Context: an optimization exercise on an open-source flow, tuned for small area and a short achievable clock period. The choices shown serve that exercise and are no tape-out recipe.
Function was checked by simulation only, so behaviour that the tests miss may differ from the original.
No run shown here takes its clock network from TritonCTS; it comes from the design's own scripts or RTL.
The flow treats the clock pin as an ideal source. Dropping or thinning the clock tree relies on that and would not hold on a real chip.
Power is estimated from default activity; no workload was simulated.

## flow/config.mk

```make
export PLATFORM = sky130hd
export DESIGN_NAME = led_scan_capture
export DESIGN_NICKNAME = led_scan_capture
export VERILOG_FILES = /design/flow/design.v
export SDC_FILE = /design/flow/constraint.sdc
export NUM_CORES = 4
export LEC_CHECK = 0
export CAP_MARGIN = 20
export CORE_MARGIN = 2
export CORE_UTILIZATION = 62
export SETUP_SLACK_MARGIN = 3.74
export SLEW_MARGIN = 20
```

## flow/constraint.sdc

```tcl
create_clock -name core_clock -period 6.0 [get_ports {Clock}]
set_input_delay 1.2000 -clock core_clock [delete_from_list [all_inputs] [get_ports {Clock}]]
set_output_delay 1.2000 -clock core_clock [all_outputs]
set_load 0.01 [all_outputs]
```

## flow/design.v

```verilog
package led_scan_pkg;
  localparam int unsigned NUM_ROWS = 16;
  localparam int unsigned ROW_BITS = 4;
  localparam int unsigned ROW_MSB  = 35;
  localparam int unsigned ROW_LSB  = 32;
  localparam int unsigned GRN_MSB  = 31;
  localparam int unsigned RED_MSB  = 15;
  typedef logic [15:0][15:0] pixel_frame_t;
  typedef enum logic {
    SEEK,
    CAPTURE
  } capture_state_t;
  function automatic logic [15:0] reverse16(input logic [15:0] v);
    logic [15:0] r;
    r = '0;
    for (int unsigned i = 0; i < 16; i++) begin
      r[i] = v[15-i];
    end
    reverse16 = r;
  endfunction
endpackage
module led_row_stabiliser
#(
  parameter int unsigned STABLE_CYCLES = 4
) (
  input  logic       clk_i,
  input  logic       rst_i,
  input  logic [3:0] row_i,
  output logic [3:0] row_o,
  output logic       row_q_o,
  output logic       row_q_n_o,
  output logic [3:0] row_d_o,
  output logic       row_q_d_o,
  output logic       row0_q_pre_o
);
  localparam int unsigned CW = (STABLE_CYCLES > 2) ? $clog2(STABLE_CYCLES) : 1;
  logic [3:0]    row_q;
  logic [3:0]    last_q;
  logic          last_vld_q;
  logic [CW-1:0] cnt_q;
  logic          qual_q;
  logic          qual_n_q;
  logic [3:0]    row_d;
  logic [3:0]    last_d;
  logic          last_vld_d;
  logic [CW-1:0] cnt_d;
  logic          qual_d;
  always_comb begin
    if (rst_i) begin
      row_d      = '0;
      last_d     = '0;
      last_vld_d = 1'b0;
      cnt_d      = '0;
    end else begin
      row_d      = row_i;
      last_d     = qual_q ? row_q : last_q;
      last_vld_d = last_vld_q || qual_q;
      if (row_i != row_q) begin
        cnt_d = '0;
      end else if (cnt_q < CW'(STABLE_CYCLES - 1)) begin
        cnt_d = cnt_q + CW'(1);
      end else begin
        cnt_d = cnt_q;
      end
    end
    qual_d = (cnt_d == CW'(STABLE_CYCLES - 1)) && (!last_vld_d || (row_d != last_d));
  end
  always_ff @(posedge clk_i) begin
    row_q      <= row_d;
    last_q     <= last_d;
    last_vld_q <= last_vld_d;
    cnt_q      <= cnt_d;
    qual_q     <= qual_d;
    qual_n_q   <= !qual_d;
  end
  assign row_o     = row_q;
  assign row_q_o   = qual_q;
  assign row_q_n_o = qual_n_q;
  assign row_d_o   = row_d;
  assign row_q_d_o = qual_d;
  logic [3:0] last_nr;
  logic       last_vld_nr;
  assign last_nr      = qual_q ? row_q : last_q;
  assign last_vld_nr  = last_vld_q || qual_q;
  assign row0_q_pre_o = (row_q == 4'd0) && (cnt_q >= CW'(STABLE_CYCLES - 2))
                        && (!last_vld_nr || (last_nr != 4'd0));
endmodule
module led_scan_capture
#(
  parameter int unsigned STABLE_CYCLES  = 4,
  parameter int unsigned TIMEOUT_CYCLES = 1048576
) (
  input  logic         Clock,
  input  logic         RST,
  input  logic [35:0]  GPIO_1,
  output logic [15:0][15:0] RedPixels,
  output logic [15:0][15:0] GrnPixels,
  output logic         frame_valid,
  output logic         frame_error,
  output logic         stalled,
  output logic [15:0]  frame_count
);
  localparam int unsigned IW = (TIMEOUT_CYCLES > 2) ? $clog2(TIMEOUT_CYCLES) : 1;
  logic [31:0] col_q;
  always_ff @(posedge Clock) col_q <= GPIO_1[31:0];
  logic [3:0] row;       
  logic       row_q;     
  logic       row_q_n;   
  logic [3:0] row_d;
  logic       row_q_d;
  logic       row0_q_pre;
  led_row_stabiliser #(
    .STABLE_CYCLES(STABLE_CYCLES)
  ) u_stab (
    .clk_i    (Clock),
    .rst_i    (RST),
    .row_i    (GPIO_1[35:32]),
    .row_o    (row),
    .row_q_o  (row_q),
    .row_q_n_o(row_q_n),
    .row_d_o  (row_d),
    .row_q_d_o(row_q_d),
    .row0_q_pre_o(row0_q_pre)
  );
  logic [15:0] red_rev;
  logic [15:0] grn_rev;
  always_comb begin
    for (int i = 0; i < 16; i++) begin
      red_rev[i] = col_q[15 - i];
      grn_rev[i] = col_q[31 - i];
    end
  end
  logic       state_q;       
  logic [3:0] exp_row_q;
  logic       state_d;
  logic [3:0] exp_row_d;
  logic       error_d;
  logic       row0;
  assign row0 = (row == 4'd0);
  always_comb begin
    state_d   = state_q;
    exp_row_d = exp_row_q;
    error_d   = 1'b0;
    if (RST) begin
      state_d   = 1'b0;
      exp_row_d = '0;
    end else if (row_q) begin
      if (!state_q) begin
        if (row0) begin
          state_d   = 1'b1;
          exp_row_d = 4'd1;
        end
      end else if (row0) begin
        error_d   = (exp_row_q != 4'd0);
        exp_row_d = 4'd1;
      end else if (row == exp_row_q) begin
        exp_row_d = exp_row_q + 4'd1;
      end else begin
        error_d = 1'b1;
        state_d = 1'b0;
      end
    end
  end
  logic commit_d;
  logic commit_q;
  logic keep_q;
  if (STABLE_CYCLES >= 2) begin : g_commit
    assign commit_d = !RST && (GPIO_1[35:32] == 4'd0) && row0_q_pre && state_q && (exp_row_q == 4'd0);
  end else begin : g_commit
    assign commit_d = row_q_d && (row_d == 4'd0) && state_d && (exp_row_d == 4'd0);
  end
  always_ff @(posedge Clock) begin
    state_q   <= state_d;
    exp_row_q <= exp_row_d;
    commit_q  <= commit_d;
    keep_q    <= !commit_d;
  end
  always_ff @(posedge Clock) begin
    if (RST) begin
      frame_valid <= 1'b0;
      frame_error <= 1'b0;
      frame_count <= '0;
    end else begin
      frame_valid <= commit_q;
      frame_error <= error_d;
      if (commit_q) frame_count <= frame_count + 16'd1;
    end
  end
  logic [15:0][15:0] red_sh_q;
  logic [15:0][15:0] grn_sh_q;
  logic [15:0] sh_wr;
  logic [15:0] sh_keep;
  always_comb begin
    for (int r = 0; r < 16; r++) begin
      sh_wr[r]   = row_q && (row == 4'(r));
      sh_keep[r] = row_q_n || (row != 4'(r));
    end
  end
  always_ff @(posedge Clock) begin
    for (int r = 0; r < 16; r++) begin
      red_sh_q[r] <= (red_rev & {16{sh_wr[r]}}) | (red_sh_q[r] & {16{sh_keep[r]}});
      grn_sh_q[r] <= (grn_rev & {16{sh_wr[r]}}) | (grn_sh_q[r] & {16{sh_keep[r]}});
    end
  end
  logic ld;
  logic hold;
  assign ld   = commit_q && !RST;
  assign hold = keep_q && !RST;
  always_ff @(posedge Clock) begin
    RedPixels <= (red_sh_q & {256{ld}}) | (RedPixels & {256{hold}});
    GrnPixels <= (grn_sh_q & {256{ld}}) | (GrnPixels & {256{hold}});
  end
  if (TIMEOUT_CYCLES == 1048576) begin : g_idle
    logic [19:0] idle_q;
    logic        low_zero;
    assign low_zero = (idle_q[18:0] == 19'd0);
    always_ff @(posedge Clock) begin
      if (RST || row_q) begin
        idle_q  <= '0;
        stalled <= 1'b0;
      end else begin
        idle_q  <= {idle_q[18:0], idle_q[19] ^ idle_q[16] ^ low_zero};
        stalled <= stalled || (idle_q[19] && low_zero);
      end
    end
  end else begin : g_idle
    logic [IW-1:0] idle_q;
    always_ff @(posedge Clock) begin
      if (RST || row_q) begin
        idle_q  <= '0;
        stalled <= 1'b0;
      end else begin
        idle_q  <= idle_q + IW'(1);
        stalled <= stalled || (idle_q == IW'(TIMEOUT_CYCLES - 1));
      end
    end
  end
endmodule
```

## flow/flow/run.sh

```bash
#!/bin/bash
# Own layout flow: the standard ORFS flow, with plain buffers on the
# ports, a fanout limit and no delay cells for the placement-stage
# buffering, and a two-level clock tree (clock_tree.tcl) in place of
# TritonCTS. Make's output goes to flow_make.log here; ORFS's per-step logs
# stay under orfs/logs/.
set -euo pipefail
bash standard.sh finish \
  BUFFER_PORTS_ARGS="-buffer_cell sky130_fd_sc_hd__buf_1" \
  PRE_RESIZE_TCL="$PWD/flow/pre_resize.tcl" \
  PRE_CTS_TCL="$PWD/flow/clock_tree.tcl" \
  > flow_make.log 2>&1
```

## flow/flow/clock_tree.tcl

```tcl
# Shallow clock tree, built in place of TritonCTS (sourced as the PRE_CTS
# hook). The registers are split by recursive bisection of their placement
# into leaf groups of at most CT_LEAF_MAX; each group gets a leaf clock
# buffer at its centre. The leaf buffers are split the same way into
# CT_MID groups, each driven by one buffer on the clock port's net, so
# the port drives CT_MID buffer inputs and every register is two buffers
# from the port. No register's clock is delayed against another's on
# purpose: all take the same two-buffer path.
set ct_leaf_max 30
set ct_mid      4
set ct_leaf_cell sky130_fd_sc_hd__clkbuf_16
set ct_mid_cell  sky130_fd_sc_hd__clkbuf_16

set ct_block [ord::get_db_block]
set ct_clk_net [$ct_block findNet Clock]

# Split items {name x y} into k groups of near-equal size by recursive
# bisection along the wider side.
proc ct_split { items k } {
  if { $k <= 1 } { return [list $items] }
  set xs [lmap it $items { lindex $it 1 }]
  set ys [lmap it $items { lindex $it 2 }]
  set w [expr { [tcl::mathfunc::max {*}$xs] - [tcl::mathfunc::min {*}$xs] }]
  set h [expr { [tcl::mathfunc::max {*}$ys] - [tcl::mathfunc::min {*}$ys] }]
  set idx [expr { $w >= $h ? 1 : 2 }]
  set sorted [lsort -real -index $idx $items]
  set k1 [expr { $k / 2 }]
  set k2 [expr { $k - $k1 }]
  set n [llength $sorted]
  set n1 [expr { int(round(double($n) * $k1 / $k)) }]
  return [concat [ct_split [lrange $sorted 0 [expr { $n1 - 1 }]] $k1] \
                 [ct_split [lrange $sorted $n1 end] $k2]]
}

proc ct_centre { items } {
  set sx 0.0; set sy 0.0
  foreach it $items { set sx [expr { $sx + [lindex $it 1] }]; set sy [expr { $sy + [lindex $it 2] }] }
  set n [llength $items]
  return [list [expr { int($sx / $n) }] [expr { int($sy / $n) }]]
}

proc ct_buffer { block cell name in_net x y } {
  set master [[ord::get_db] findMaster $cell]
  set inst [odb::dbInst_create $block $master $name]
  $inst setLocation [expr { $x - [$master getWidth] / 2 }] [expr { $y - [$master getHeight] / 2 }]
  $inst setPlacementStatus PLACED
  [$inst findITerm A] connect $in_net
  set out [odb::dbNet_create $block "${name}_net"]
  $out setSigType CLOCK
  [$inst findITerm X] connect $out
  return [list $inst $out]
}

# Register clock pins on the port's net.
set ct_sinks {}
foreach it [$ct_clk_net getITerms] {
  set inst [$it getInst]
  set b [$inst getBBox]
  lappend ct_sinks [list $it [expr { ([$b xMin] + [$b xMax]) / 2 }] [expr { ([$b yMin] + [$b yMax]) / 2 }]]
}
set ct_n [llength $ct_sinks]
set ct_nleaf [expr { ($ct_n + $ct_leaf_max - 1) / $ct_leaf_max }]
puts "clock_tree: $ct_n sinks, $ct_nleaf leaf buffers, $ct_mid mid buffers"
$ct_clk_net setSigType CLOCK

set ct_leaves {}
set i 0
foreach grp [ct_split $ct_sinks $ct_nleaf] {
  lassign [ct_centre $grp] x y
  lappend ct_leaves [list $grp $x $y $i]
  incr i
}
set j 0
foreach mgrp [ct_split $ct_leaves $ct_mid] {
  lassign [ct_centre $mgrp] mx my
  lassign [ct_buffer $ct_block $ct_mid_cell "clkbuf_mid_$j" $ct_clk_net $mx $my] minst mnet
  foreach leaf $mgrp {
    lassign $leaf grp x y li
    lassign [ct_buffer $ct_block $ct_leaf_cell "clkbuf_leaf_$li" $mnet $x $y] linst lnet
    foreach s $grp {
      set it [lindex $s 0]
      $it disconnect
      $it connect $lnet
    }
  }
  incr j
}

# Stand in for TritonCTS: cts.tcl's call then does nothing.
rename clock_tree_synthesis ct_unused_clock_tree_synthesis
proc clock_tree_synthesis { args } {
  puts "clock_tree: TritonCTS skipped, tree built by clock_tree.tcl"
  set_propagated_clock [all_clocks]
}
```

## flow/flow/pre_resize.tcl

```tcl
set_dont_use {sky130_fd_sc_hd__dlygate* sky130_fd_sc_hd__dlymetal* sky130_fd_sc_hd__clkdlybuf*}
```

## flow/standard.sh

```bash
#!/bin/bash
# synth_recipe.tcl (not shown) runs the flow's synth.tcl, then flattens the netlist and writes it again
# the make line also repeats each setting of config.mk as NAME=value (left out here)
make -C /OpenROAD-flow-scripts/flow DESIGN_CONFIG=/design/flow/config.mk WORK_HOME=/design/flow/orfs CLKGATE_MAP_FILE= SYNTH_SCRIPT=/design/flow/synth_recipe.tcl "${@:-finish}"
```

==> results of run 1 <==
==> cells by family (layout without fill, tap and decap cells) <==
group | Yosys count | count (layout)
adders and majority gates | 3 | 3
and+or+nand+nor | 158 | 160
muxes | 7 | 7
AOI/OAI and AO/OA | 1051 | 1051
buffers and inverters | 304 | 679
other | 0 | 1
DFF | 1115 | 1115
xor gates and xnor gates | 24 | 24
==> power by group through the flow <==
stage               Sequential [mW]  Clock (mW)  Combinational [mW]
global route                   7.52        3.62               0.134
floorplan                      7.59           0               0.125
detailed placement             7.68           0               0.104
finish                         7.52        3.35               0.125
CTS                            7.52        3.37               0.120
global placement               7.68           0               0.102
==> metrics by stage <==
stage / total power [mW] / std cells / hold slack (ns) / worst slack (ns)
finish: 11.0 / 3736 / 0.464 / 3.74
global route: 11.3 / 3735 / 0.480 / 3.68
CTS: 11.0 / 3733 / 0.454 / 3.74
detailed placement: 7.79 / 3672 / 0.435 / 2.45
global placement: 7.79 / 3672 / 0.421 / 2.52
floorplan: 7.72 / 2662 / 0.409 / 3.71
==> layer usage <==
| metal | vias to the layer above | GRT usage, % | share of wire, % |
|---|---|---|---|
| li1 | 10700 | - | - |
| met1 | 12400 | 46.3 | 42 |
| met2 | 1058 | 53.4 | 46 |
| met3 | 162 | 5.32 | 7.6 |
| met4 | 0 | 11.1 | 3.8 |
| met5 | - | 0 | 0 |
==> cells in the final DEF, fill, tap and decap left out, types with 8 or more instances in the layout <==
cell       netlist  layout
inv_1           12      12
xor2_1           9       9
nor2_1          40      33
buf_4            0      38
nor3_1          17       9
nor3_2           0       8
clkbuf_2         0      33
buf_2           40       9
and2_1          21      21
dfxtp_1       1115    1100
nand2_1         23      19
a21oi_1         10      10
a22o_1        1025    1025
nor4_1           9       8
nand3_1         15      14
clkbuf_16        0      43
dfxtp_2          0      15
nor2b_1         11       8
buf_1           45     525
xnor2_1         15      15
==> repair_timing <==
action                                  4_1_cts  5_1_grt
setup buffers                                11        1
endpoints found under the setup margin      698      360
gates resized for setup                      42       45
pin swaps                                     2        1
cloned                                        8        1
==> layout make-up <==
type                    instances  area (um^2)  area share, %
multi-input cells            1245        10500           27.7
well taps                     696          871           2.31
flip-flops and latches       1115        22300           59.3
inverters                      12         45.0          0.119
repair buffers                625         2930           7.78
diodes                          1         2.50        0.00664
plain buffers                  42         1050           2.79
==> flip-flops by register name (all words and copies together) (netlist names), 2 cells and up <==
register       flops
u_stab.last_q      4
RedPixels        256
u_stab.cnt_q       2
col_q             32
red_sh_q         256
u_stab.row_q       4
g_idle.idle_q     20
GrnPixels        256
grn_sh_q         256
exp_row_q          4
frame_count       16
==> final timing paths <==
path,startpoint,endpoint,depth (start not counted)
setup / recovery,u_stab.row_q[1],grn_sh_q[111],4
hold / removal,u_stab.cnt_q[0],u_stab.cnt_q[0],1
setup reg to reg,u_stab.row_q[1],grn_sh_q[111],4
hold reg to reg,u_stab.cnt_q[0],u_stab.cnt_q[0],1
==> metrics.md, run 1 <==
| Metric | Value |
|---|---|
| Outcome | complete, no violations |
| Switching pwr | 2.27 mW |
| Port Buf Inserts | 568 |
| Post-synthesis sequential area ratio | 65.9% |
| DRT Wirelength | 99,100 um |
| Starting Density | 62.8% |
| Crit-path cells | nor2b_1, nand2_1, buf_4, a22o_1 |
| Vias/cell | 6.51 |
| Post-synth EDFFs | 0 |
| Layout cells sized above 1 | 6.25% |
| Final Slew Violations | 0 |
| Synthesis-to-finish area growth | 11.4% |
| Post-DRT Antenna Nets | 0 |
| Die ar. | 56,500 um^2 |
| Post-place instance area | 36,100 um^2 |
| Post-synth top area share | 65.9% |
| Mapped Nets | 2,703 |
| Nets | 3,082 |
| Commonest cells post-synth | dfxtp_1, a22o_1, clkbuf_1 |
| Die Span Y | 238 um |
| Internal | 8.72 mW |
| CP max FO | 22 |
| Final instance area | 37,700 um^2 |
| DP HPWL | 61,500 um |
| Crit end category | flop |
| Clk_skew | 0.0200 ns |
| Largest net degree at the start of global routing | 110 |
| WP buf/inv | 1 |
| Max cap viols | 0 |
| Crit path largest cell delay | 0.68 ns |
| CP max-delay cell | dfxtp_2 |
| Setup TNS | 0 ns |
| Tmin final | 2.26 ns |
| Slew HR | 23.6% |
| Fill count | 3,987 |
| Yosys cell types | 47 |
| Cell family with most CP delay | simple AND/OR/NAND/NOR gates |
| CTS clk-pin slew, worst paths | 0.11 ns |
| Main combinational cell family by area after synthesis | compound AO/OA/AOI/OAI gates |
| Post-synthesis simple-gate area fraction | 2.47% |
| Remaining DRCs | 0 |
| CP Data Required Time | 6.33 ns |
| Initial antenna violation count | 1 |
| DR vias | 24,300 |
| Setup CP Type | flop to flop |
| Total global routing overflow | 0 |
| Core area | 53,900 um^2 |
| Die X | 238 um |
| Combinational Power Share | 1.1% |
| Seq pwr share | 68.4% |
| Worst EP arrival | 2.59 ns |
| Cells after synthesis | 2,662 |
| Final setup violation count | 0 |
| Synthesized area per cell | 12.7 um^2 |
| Clock power frac | 30.5% |
| DR pass1 iterations | 5 |
| Fin. Hold Viols | 0 |
| GP Congestion | 0.844 |
| Post-synthesis register bit count | 1,115 |
| Leakage | 14.5 nW |
| Complex-gate fraction of the synthesized area | 27.1% |
| Max IR drop VDD | 0.000225 V |
| Ys Warns | 2 |
| Number of top-level pins | 569 |
| Predominant post-synthesis flop cell | dfxtp_1 |
| Routed WL per cell | 26.5 um |
| # hold bufs at CTS | 0 |
| Vias in the first global route | 22,600 |
| Area leader, netlist | dfxtp_1 |
| RSZ-0062 raised after global routing | true |
| Multiplexer area fraction after synthesis | 0.211% |
| Async S/R FF share, synth | 0% |
| Skew-Pair Late Insertion Delay | 0.42 ns |
| First-pass GRT wire length | 147,000 um |
| Area contributors post-synth | dfxtp_1, a22o_1, clkbuf_1 |
| Core Util, Final | 69.9% |
| R2R setup slack | 3.74 ns |
| Cell row count | 85 |
| Top-count cell post-synth | dfxtp_1 |
| Post-Synth Adder-Cell Area | 0.111% |
| Worst Max-Slew Pin Slew | 1.14 ns |
| Synth Cell Area | 33,900 um^2 |
| F_max | 0.442 GHz |
| P per Cell Area | 292 nW/um^2 |
| Net Sw Frac | 20.7% |
| Final period utilization | 37.7% |
| CP Launch Type | flop |
| HP Class | flop to flop |
| Initial drt markers | 2,002 |
| GRT Util Overall | 33.3% |
| Synth Area in XOR/XNOR | 0.621% |
==> run 2, diff against run 1 <==
--- a/flow/flow/clock_tree.tcl
+++ b/flow/flow/clock_tree.tcl
@@ -6,7 +6,7 @@
 # the port drives CT_MID buffer inputs and every register is two buffers
 # from the port. No register's clock is delayed against another's on
 # purpose: all take the same two-buffer path.
-set ct_leaf_max 30
+set ct_leaf_max 26
 set ct_mid      4
 set ct_leaf_cell sky130_fd_sc_hd__clkbuf_16
 set ct_mid_cell  sky130_fd_sc_hd__clkbuf_16
==> metrics.md, run 2 <==
| Metric | Value |
|---|---|
| Outcome | complete, no violations |
| Dpl ws | 2.45 ns (unchanged) |
| Seq pwr share | 67.4% (-1.0 points) |
| WP buf/inv | 1 (unchanged) |
| Internal | 8.86 mW (+1.6%) |
| Placed Instances | 3,672 (unchanged) |
| Skew-Pair Late Insertion Delay | 0.43 ns (about the same) |
| Multiplexer area fraction after synthesis | 0.211% (unchanged) |
| RSZ-0062 raised after global routing | false |
| Synth Area in XOR/XNOR | 0.621% (unchanged) |
| CP max-delay cell | dfxtp_1 |
| DR pass1 iterations | 5 (unchanged) |
| Initial antenna violation count | 1 (unchanged) |
| Die Span Y | 238 um (unchanged) |
| # hold bufs at CTS | 0 (unchanged) |
| Commonest non-fill, non-tap cells in the layout | dfxtp_1, a22o_1, buf_1, clkbuf_16, buf_4 |
| Fin. Hold Viols | 0 (unchanged) |
| Port Buf Inserts | 568 (unchanged) |
| Total global routing overflow | 0 (unchanged) |
| Net Sw Frac | 20.5% (-0.12 points) |
| Core area | 53,900 um^2 (unchanged) |
| Area contributors post-synth | dfxtp_1, a22o_1, clkbuf_1 |
| Final setup violation count | 0 (unchanged) |
| Worst EP arrival | 1.06 ns (-1.53 ns) |
| Synthesized area per cell | 12.7 um^2 (unchanged) |
| Switching pwr | 2.29 mW (+0.81%) |
| Cell row count | 85 (unchanged) |
| Predominant post-synthesis flop cell | dfxtp_1 |
| Remaining DRCs | 0 (unchanged) |
| Min-delay src | u_stab.cnt_q[0] |
| Post-Synth Adder-Cell Area | 0.111% (unchanged) |
| Combinational Power Share | 1.1% (about the same) |
| CP Launch Type | flop |
| CP Data Required Time | 4.80 ns (-1.53 ns) |
| Non-filler instance count after layout | 3,741 (+0.13%) |
| GRT Util Overall | 32.9% (-0.45 points) |
| HP Class | flop to flop |
| Starting Density | 62.8% (unchanged) |
| Crit-path cells | buf_1 |
| Final period utilization | 37.6% (-0.084 points) |
| DRT Wirelength | 97,800 um (-1.3%) |
| Post-synth EDFFs | 0 (unchanged) |
| Ys Warns | 2 (unchanged) |
| Post-DRT Antenna Nets | 0 (unchanged) |
| Tmin final | 2.26 ns (-0.00503 ns) |
| Complex-gate fraction of the synthesized area | 27.1% (unchanged) |
| Async S/R FF share, synth | 0% (unchanged) |
| Post-synthesis sequential area ratio | 65.9% (unchanged) |
| First-pass GRT wire length | 145,000 um (-1.1%) |
| R2R setup slack | 3.85 ns (+0.11 ns) |
| Largest net degree at the start of global routing | 111 (+0.91%) |
| Die ar. | 56,500 um^2 (unchanged) |
| Cells on worst reg2reg path | 3 (-1) |
| F_max | 0.443 GHz (+0.22%) |
| Post-synthesis simple-gate area fraction | 2.47% (unchanged) |
| Crit. Startpoint | GrnPixels[66] |
| Setup TNS | 0 ns (unchanged) |
| GP Congestion | 0.844 (unchanged) |
| Top-count cell post-synth | dfxtp_1 |
| Max IR drop VDD | 0.000338 V (+51%) |
| Routed WL per cell | 26.1 um (-1.5%) |
| Setup WS post-layout | 3.74 ns (+0.00503 ns) |
| Cells after synthesis | 2,662 (unchanged) |
| Layout cells sized above 1 | 6.67% (+0.42 points) |
| CTS clk-pin slew, worst paths | 0.10 ns (about the same) |
| Fill count | 3,964 (-0.58%) |
| Crit path largest cell delay | 0.34 ns (-0.34 ns) |
| Post-synth top area share | 65.9% (unchanged) |
| Crit end category | output pin |
| Clk_skew | 0.0313 ns (+0.0113 ns) |
| Area leader, netlist | dfxtp_1 |
| Cell family with most CP delay | flip-flops |
| Post-synthesis register bit count | 1,115 (unchanged) |
| Vias in the first global route | 22,500 (-0.38%) |
| Clock power frac | 31.5% (+1.0 points) |
| P per Cell Area | 295 nW/um^2 (+1.1%) |
| Final Slew Violations | 0 (unchanged) |
| Reg2reg start | u_stab.row_q[1] |
| FF-to-FF End | grn_sh_q[126] |
| Worst Max-Slew Pin Slew | 1.14 ns (-0.00875 ns) |
| DR vias | 24,100 (-0.83%) |
| Initial drt markers | 2,049 (+2.3%) |
| Commonest non-fill, non-tap cell in the layout | dfxtp_1 |
| Max cap viols | 0 (unchanged) |
| Slew HR | 24.2% (+0.58 points) |
| End of the worst hold path | u_stab.cnt_q[0] |
| Nets | 3,087 (+0.16%) |
| Leakage | 14.6 nW (+0.71%) |
| Setup CP Type | flop to output pin |
| Yosys cell types | 47 (unchanged) |
| Synthesis-to-finish area growth | 11.7% |
| CP max FO | 2 (-91%) |
| Synth Cell Area | 33,900 um^2 (unchanged) |
| Hold Crit Depth | 1 (unchanged) |
| Die X | 238 um (unchanged) |
| Mapped Nets | 2,703 (unchanged) |
| Main combinational cell family by area after synthesis | compound AO/OA/AOI/OAI gates |
| Vias/cell | 6.44 (-0.97%) |
| DP HPWL | 61,500 um (unchanged) |
| Commonest cells post-synth | dfxtp_1, a22o_1, clkbuf_1 |
| Number of top-level pins | 569 (unchanged) |
-- run 2: cell counts after synthesis --
No cell type changed its count.
-- run 2: routing by layer --
metal  routed length [um]  global-route usage (%)  part of all wire (%)
met1                40800                    45.1                    42
met2                45200                    52.4                    46
met3                 7610                    5.52                   7.8
met4                 4180                    12.3                   4.3
met5                    0                       0                     0
-- run 2: repair_timing --
| action | 4_1_cts | 5_1_grt |
|---|---|---|
| endpoints found under the setup margin | 709 | 396 |
| buffers inserted | 14 | 0 |
| resized for setup | 51 | 43 |
| pin swaps | 2 | 0 |
| cloned | 7 | 0 |
-- run 2: logic make-up (layout without fill, tap and decap cells) --
group / after synthesis / count (layout)
buffers and inverters: 304 / 684
and+or+nand+nor: 158 / 160
AOI/OAI and AO/OA: 1051 / 1051
other: 0 / 1
adders and majority gates: 3 / 3
DFF: 1115 / 1115
xor gates and xnor gates: 24 / 24
muxes: 7 / 7
-- run 2: how the worst max path moves through the flow --
| stage | slack, ns | end | depth (start not counted) |
|---|---|---|---|
| 3_3_place_gp | 2.52 | GrnPixels[202] | 5 |
| 3_5_place_dp | 2.45 | GrnPixels[252] | 5 |
| 6_report | 3.74 | GrnPixels[66] | 1 |
| 5_1_grt | 3.74 | GrnPixels[114] | 1 |
| 4_1_cts | 3.74 | frame_count[11] | 1 |
| 2_1_floorplan | 3.71 | GrnPixels[195] | 5 |
-- run 2: stage by stage --
step                      power [mW]  hold WS [ns]  cell area (um^2)  util (%)
after floorplan                 7.72         0.409             33900         -
after global placement          7.79         0.421             36100      67.0
after detailed placement        7.79         0.435             36100      67.0
after CTS                       11.2         0.453             37800      70.0
after global routing            11.4         0.478             37800      70.1
final                           11.1         0.461             37800      70.1
-- run 2: area by class of cell --
type | instances | area, um^2 | share of cell area [%]
Antenna cell | 1 | 2.50 | 0.00662
Buffer | 47 | 1180 | 3.11
Inverter | 12 | 45.0 | 0.119
Multi-Input combinational cell | 1245 | 10500 | 27.7
Sequential cell | 1115 | 22300 | 59.1
Tap cell | 696 | 871 | 2.30
Timing Repair Buffer | 625 | 2930 | 7.75
-- run 2: power by group through the flow --
stage | sequential, mW | combinational [mW] | clock [mW]
finish | 7.51 | 0.125 | 3.51
floorplan | 7.59 | 0.125 | 0
global route | 7.52 | 0.132 | 3.78
CTS | 7.51 | 0.121 | 3.53
global placement | 7.68 | 0.102 | 0
detailed placement | 7.68 | 0.104 | 0
==> run 3, diff against run 2 <==
--- a/flow/config.mk
+++ b/flow/config.mk
@@ -8,5 +8,5 @@
 export CAP_MARGIN = 20
 export CORE_MARGIN = 2
 export CORE_UTILIZATION = 62
-export SETUP_SLACK_MARGIN = 3.74
+export SETUP_SLACK_MARGIN = 3.85
 export SLEW_MARGIN = 20
==> metrics.md, run 3 <==
| Metric | Value |
|---|---|
| DRT Wirelength | 102,000 um (+4.1%) |
| Number of top-level pins | 569 (unchanged) |
| Max IR drop VDD | 0.000354 V (+4.7%) |
| Post-synth top area share | 65.9% (unchanged) |
| P per Cell Area | 281 nW/um^2 (-4.5%) |
| Crit path largest cell delay | 0.39 ns (+0.05 ns) |
| Worst Max-Slew Pin Slew | 1.21 ns (+0.0769 ns) |
| First-pass GRT wire length | 147,000 um (+1.3%) |
| Die ar. | 56,500 um^2 (unchanged) |
| Crit. Startpoint | RedPixels[224] |
| Remaining DRCs | 0 (unchanged) |
| GRT Util Overall | 33.6% (+0.77 points) |
| Seq pwr share | 67.2% (-0.2 points) |
| DR pass1 iterations | 5 (unchanged) |
| Starting Density | 62.8% (unchanged) |
| Post-DRT Antenna Nets | 0 (unchanged) |
| Combinational Power Share | 1.3% (+0.2 points) |
| Largest net degree at the start of global routing | 82 (-26%) |
| Outcome | complete, no violations |
| Clock power frac | 31.4% (about the same) |
| HP Class | flop to flop |
| Core area | 53,900 um^2 (unchanged) |
| Ys Warns | 2 (unchanged) |
| Nets | 3,108 (+0.68%) |
| Clk_skew | 0.0221 ns (-0.00918 ns) |
| Switching pwr | 2.30 mW (+0.72%) |
| DR vias | 24,500 (+1.6%) |
| DP HPWL | 62,000 um (+0.66%) |
| Min-delay src | g_idle.idle_q[0] |
| Worst EP arrival | 0.94 ns (-0.12 ns) |
| RSZ-0062 raised after global routing | true |
| CP Launch Type | flop |
| Tmin final | 2.14 ns (-0.114 ns) |
| Async S/R FF share, synth | 0% (unchanged) |
| Initial antenna violation count | 4 (+3) |
| Final period utilization | 35.7% (-1.9 points) |
| Setup CP Type | flop to output pin |
| Post-synthesis sequential area ratio | 65.9% (unchanged) |
| Post-synthesis register bit count | 1,115 (unchanged) |
| Setup TNS | 0 ns (unchanged) |
| Commonest non-fill, non-tap cells in the layout | a22o_1, dfxtp_1, dfxtp_2, buf_2, buf_4 |
| Vias in the first global route | 22,300 (-0.87%) |
| WP buf/inv | 1 (unchanged) |
| Reg2reg start | u_stab.row_q[3] |
| Crit-path cells | buf_6 |
| Die Span Y | 238 um (unchanged) |
| GP Congestion | 0.846 (+0.28%) |
| Cells after synthesis | 2,662 (unchanged) |
| Final setup violation count | 0 (unchanged) |
| CP max FO | 2 (unchanged) |
| Die X | 238 um (unchanged) |
| Port Buf Inserts | 568 (unchanged) |
| Crit end category | output pin |
| Total global routing overflow | 0 (unchanged) |
| Synth Cell Area | 33,900 um^2 (unchanged) |
| CP max-delay cell | dfxtp_2 |
| Commonest non-fill, non-tap cell in the layout | a22o_1 |
| Final Slew Violations | 0 (unchanged) |
| Mapped Nets | 2,703 (unchanged) |
| CTS clk-pin slew, worst paths | 0.10 ns (about the same) |
| Routed WL per cell | 27.1 um (+3.5%) |
| Layout cells sized above 1 | 30.8% (+24 points) |
| Fin. Hold Viols | 0 (unchanged) |
| Skew-Pair Late Insertion Delay | 0.42 ns (about the same) |
| F_max | 0.467 GHz (+5.3%) |
| Predominant post-synthesis flop cell | dfxtp_1 |
| Pwr Total | 11.2 mW (+0.11%) |
| Yosys cell types | 47 (unchanged) |
| Area contributors post-synth | dfxtp_1, a22o_1, clkbuf_1 |
| Max cap viols | 0 (unchanged) |
| Cell family with most CP delay | flip-flops |
| Commonest cells post-synth | dfxtp_1, a22o_1, clkbuf_1 |
| Internal | 8.85 mW (about the same) |
| Synthesized area per cell | 12.7 um^2 (unchanged) |
| Top-count cell post-synth | dfxtp_1 |
| Vias/cell | 6.51 (+0.96%) |
| Area leader, netlist | dfxtp_1 |
| Slew HR | 19.0% (-5.1 points) |
| Post-synth EDFFs | 0 (unchanged) |
| Leakage | 16.8 nW (+15%) |
| Synthesis-to-finish area growth | 17.1% |
| Initial drt markers | 2,313 (+13%) |
| Cell row count | 85 (unchanged) |
| CP Data Required Time | 4.80 ns (about the same) |
| Net Sw Frac | 20.7% (+0.12 points) |
-- run 3: timing repair --
action / 4_1_cts / 5_1_grt
endpoints found under the hold margin: 0 / 0
gates cloned: 15 / 2
hold buffers: 0 / 0
setup buffers: 13 / 12
gates resized for setup: 627 / 383
setup endpoints to repair: 1206 / 793
pin swaps: 2 / 0
-- run 3: final cells by class --
class / count / area (um^2)
antenna: 3 / 7.51
buffer: 47 / 1180
fill: 3732 / 14300
inverter: 12 / 45.0
multi-input combinational: 1248 / 10500
sequential: 1115 / 22800
tap: 696 / 871
timing repair buffer: 643 / 4250
-- run 3: logic make-up (layout without fill, tap and decap cells) --
group,Yosys count,in the layout,synth area share [%]
AO/OA/AOI/OAI,1051,1051,27.1
buffers and inverters,304,702,3.61
flip-flops,1115,1115,65.9
other,0,3,0
multiplexers,7,7,0.211
XOR/XNOR,24,24,0.621
AND/OR/NAND/NOR,158,163,2.47
adder cells (fa/ha/maj),3,3,0.111
-- run 3: metal layers --
layer / up-vias / share of wire [%] / track usage (%) / wire [um]
met2: 1168 / 46 / 53.0 / 46400
met1: 12300 / 42 / 46.9 / 42400
met5: - / 0.013 / 0 / 13
met3: 191 / 8.9 / 5.95 / 9070
met4: 2 / 3.9 / 11.8 / 4000
li1: 10800 / - / - / -
-- run 3: final timing paths --
path	endpoint	slack, ns	depth (start not counted)
worst max register to register	grn_sh_q[195]	3.89	4
worst max-delay path	RedPixels[224]	3.86	1
worst min-delay path	g_idle.idle_q[1]	0.47	1
worst min register to register	g_idle.idle_q[1]	0.47	1
-- run 3: power groups by stage --
stage          combinational [mW]  clock (mW)  sequential, mW
2_1_floorplan               0.127           0            7.59
3_3_place_gp                0.102           0            7.69
3_5_place_dp                0.105           0            7.69
4_1_cts                     0.141        3.52            7.51
5_1_grt                     0.157        3.77            7.51
6_report                    0.149        3.51            7.50
-- run 3: through the flow --
| step | util [%] | worst slack (ns) | area (um^2) | std cells | hold WS (ns) |
|---|---|---|---|---|---|
| floorplan | - | 3.79 | 34000 | 2662 | 0.409 |
| global placement | 67.0 | 2.51 | 36100 | 3672 | 0.422 |
| detailed placement | 67.0 | 2.47 | 36100 | 3672 | 0.445 |
| CTS | 72.0 | 3.85 | 38800 | 3747 | 0.464 |
| global route | 73.5 | 3.82 | 39600 | 3762 | 0.483 |
| finish | 73.5 | 3.86 | 39600 | 3764 | 0.470 |
==> run 4, diff against run 3 <==
--- a/flow/config.mk
+++ b/flow/config.mk
@@ -8,5 +8,5 @@
 export CAP_MARGIN = 20
 export CORE_MARGIN = 2
 export CORE_UTILIZATION = 62
-export SETUP_SLACK_MARGIN = 3.85
+export SETUP_SLACK_MARGIN = 3.78
 export SLEW_MARGIN = 20
==> metrics.md, run 4 <==
| Metric | Value |
|---|---|
| Area contributors post-synth | dfxtp_1, a22o_1, clkbuf_1 |
| Area leader, netlist | dfxtp_1 |
| Top-count cell post-synth | dfxtp_1 |
| Vias in the first global route | 22,500 (+0.83%) |
| Synthesized area per cell | 12.7 um^2 (unchanged) |
| First-pass GRT wire length | 145,000 um (-1.4%) |
| DP HPWL | 61,500 um (-0.66%) |
| HP Class | flop to flop |
| Core area | 53,900 um^2 (unchanged) |
| Area occupied by multi-input gates | 10,500 um^2 (-0.61%) |
| Worst EP arrival | 1.01 ns (+0.07 ns) |
| Commonest non-fill, non-tap cells in the layout | dfxtp_1, a22o_1, buf_1, buf_2, clkbuf_2 |
| Crit-path cells | buf_1 |
| Total global routing overflow | 0 (unchanged) |
| Nets | 3,089 (-0.61%) |
| Cell family with most CP delay | flip-flops |
| Cells on worst reg2reg path | 4 (unchanged) |
| Die X | 238 um (unchanged) |
| Post-synthesis register bit count | 1,115 (unchanged) |
| Max cap viols | 0 (unchanged) |
| Layout cells sized above 1 | 10.4% (-20 points) |
| Remaining DRCs | 0 (unchanged) |
| Hold Crit Depth | 1 (unchanged) |
| Crit path largest cell delay | 0.34 ns (-0.05 ns) |
| CP max FO | 2 (unchanged) |
| Largest net degree at the start of global routing | 111 (+35%) |
| End of the worst hold path | u_stab.cnt_q[0] |
| Final setup violation count | 0 (unchanged) |
| DR pass1 iterations | 5 (unchanged) |
| CTS clk-pin slew, worst paths | 0.10 ns (about the same) |
| Setup TNS | 0 ns (unchanged) |
| Worst Max-Slew Pin Slew | 1.18 ns (-0.0331 ns) |
| Cells after synthesis | 2,662 (unchanged) |
| Outcome | complete, no violations |
| P per Cell Area | 293 nW/um^2 (+4.2%) |
| Post-synth EDFFs | 0 (unchanged) |
| Post-place instance area | 36,100 um^2 (about the same) |
| Mapped Nets | 2,703 (unchanged) |
| Final Slew Violations | 0 (unchanged) |
| FF-to-FF End | keep_q |
| Met2 usage | 52.5% (-0.53 points) |
| WHS | 0.462 ns (-0.00726 ns) |
| Min-delay src | u_stab.cnt_q[0] |
| Seq. cell area | 22,400 um^2 (-1.8%) |
| Ys Warns | 2 (unchanged) |
| CP Launch Type | flop |
| Crit end category | output pin |
| Reg2reg start | u_stab.row_q[0] |
| RSZ-0062 raised after global routing | true |
| Fill count | 3,942 (+5.6%) |
| Routed WL per cell | 26.4 um (-2.6%) |
| Fin. Hold Viols | 0 (unchanged) |
| Post-synthesis sequential area ratio | 65.9% (unchanged) |
| Async S/R FF share, synth | 0% (unchanged) |
| Global routing's busiest layer | met2 |
| Leakage | 15.0 nW (-10%) |
| Initial drt markers | 1,957 (-15%) |
| CP max-delay cell | dfxtp_1 |
| Post-synth top area share | 65.9% (unchanged) |
| Max IR drop VDD | 0.000337 V (-4.7%) |
| Port Buf Inserts | 568 (unchanged) |
| F_max | 0.452 GHz (-3.1%) |
| R2R setup slack | 3.90 ns (about the same) |
| Cell row count | 85 (unchanged) |
| Skew-Pair Late Insertion Delay | 0.43 ns (about the same) |
| Tmin final | 2.21 ns (+0.0695 ns) |
| Commonest cells post-synth | dfxtp_1, a22o_1, clkbuf_1 |
| Die ar. | 56,500 um^2 (unchanged) |
| Starting Density | 62.8% (unchanged) |
| Final instance area | 38,000 um^2 (-4.1%) |
| Clk_skew | 0.0330 ns (+0.0109 ns) |
| GP Congestion | 0.844 (-0.28%) |
| Synthesis-to-finish area growth | 12.3% |
| Setup CP Type | flop to output pin |
| Slew HR | 21.2% (+2.2 points) |
| DR vias | 24,300 (-0.95%) |
| Yosys cell types | 47 (unchanged) |
| Initial antenna violation count | 1 (-3) |
| CP Data Required Time | 4.80 ns (about the same) |
| Vias/cell | 6.48 (-0.39%) |
| Met1 GRT Util | 45.1% (-1.7 points) |
| Met3 Track Usage GR | 5.42% (-0.52 points) |
| Number of top-level pins | 569 (unchanged) |
| Post-DRT Antenna Nets | 0 (unchanged) |
| WP buf/inv | 1 (unchanged) |
| Synth Cell Area | 33,900 um^2 (unchanged) |
| GRT Util Overall | 32.8% (-0.79 points) |
| Die Span Y | 238 um (unchanged) |
| DRT Wirelength | 98,700 um (-3.1%) |
| Predominant post-synthesis flop cell | dfxtp_1 |
| Final period utilization | 36.8% (+1.2 points) |
| Commonest non-fill, non-tap cell in the layout | dfxtp_1 |
-- run 4: how the worst max path moves through the flow --
stage / slack, ns / end / start / cells after the start
4_1_cts: 3.78 / RedPixels[225] / RedPixels[225] / 1
3_3_place_gp: 2.52 / GrnPixels[202] / RST / 5
2_1_floorplan: 3.71 / GrnPixels[195] / RST / 5
3_5_place_dp: 2.45 / GrnPixels[252] / RST / 5
6_report: 3.79 / RedPixels[94] / RedPixels[94] / 1
5_1_grt: 3.75 / grn_sh_q[158] / u_stab.row_q[3] / 4
-- run 4: where the power goes --
part | internal [mW] | switching, mW
registers | 7.41 | 0.101
logic | 0.0382 | 0.0946
clock network | 1.41 | 2.10
total | 8.86 | 2.29
-- run 4: cells by family (layout without fill, tap and decap cells) --
logic type	after synthesis	count (layout)	share of synthesized area, %
AOI/OAI and AO/OA	1051	1051	27.1
xor gates and xnor gates	24	24	0.621
adders and majority gates	3	3	0.111
buffers and inverters	304	686	3.61
DFF	1115	1115	65.9
muxes	7	7	0.211
other	0	1	0
and+or+nand+nor	158	160	2.47
-- run 4: stage by stage --
stage	setup WS, ns	util (%)	cells	total power, mW
2_1_floorplan	3.71	-	2662	7.72
3_3_place_gp	2.52	67.0	3672	7.79
3_5_place_dp	2.45	67.0	3672	7.79
4_1_cts	3.78	70.2	3739	11.2
5_1_grt	3.75	70.5	3742	11.4
6_report	3.79	70.5	3743	11.2
-- run 4: repair_timing --
action	CTS	global route
resized for setup	131	77
hold buffers	0	0
pin swaps	2	1
setup buffers	13	1
endpoints found under the setup margin	818	333
cloned	7	2
-- run 4: cell type report --
type | count | area share [%]
flip-flops and latches | 1115 | 58.8
plain buffers | 47 | 3.09
repair buffers | 627 | 8.19
inverters | 12 | 0.118
multi-input cells | 1245 | 27.5
well taps | 696 | 2.29
diodes | 1 | 0.00658
-- run 4: layer usage --
metal,up-vias,wire (um)
met5,-,0
met2,1025,45800
met4,0,4180
li1,10700,-
met1,12300,41500
met3,176,7210

[re-timing with driven ports]
How much do the figures lean on ideal ports? The routed layouts below were timed once more, with nothing changed but the port constraints. Step 1: set_driving_cell puts a clkbuf_16 on Clock and a buf_2 on each other input, an assumption about the parent block. Step 2, shift: input delay + t, output delay - t, t = (earliest + latest rising clock arrival at the registers) / 2. This alone moves slack from input paths to output paths. Slacks: ideal / step 1 / step 2; pairs: ideal / step 1.
run | shift t [ns] | setup slack, ns | hold WS [ns] | latest minus earliest clock arrival (ns) | pins driven straight from the clock port
run 1 | 0.546 | 3.739 / 3.610 / 3.323 | 0.464 / 0.464 / 0.464 | 0.027 / 0.026 | 4
run 2 | 0.549 | 3.744 / 3.610 / 3.327 | 0.461 / 0.461 / 0.461 | 0.034 / 0.033 | 4
run 3 | 0.549 | 3.859 / 3.723 / 3.428 | 0.470 / 0.470 / 0.470 | 0.028 / 0.027 | 4
run 4 | 0.547 | 3.789 / 3.656 / 3.352 | 0.462 / 0.462 / 0.462 | 0.033 / 0.033 | 4
After both steps every run listed still meets setup and hold. The setup slack of run 4, which loses most, moves by -0.133 ns with the drivers and by -0.437 ns with both steps.
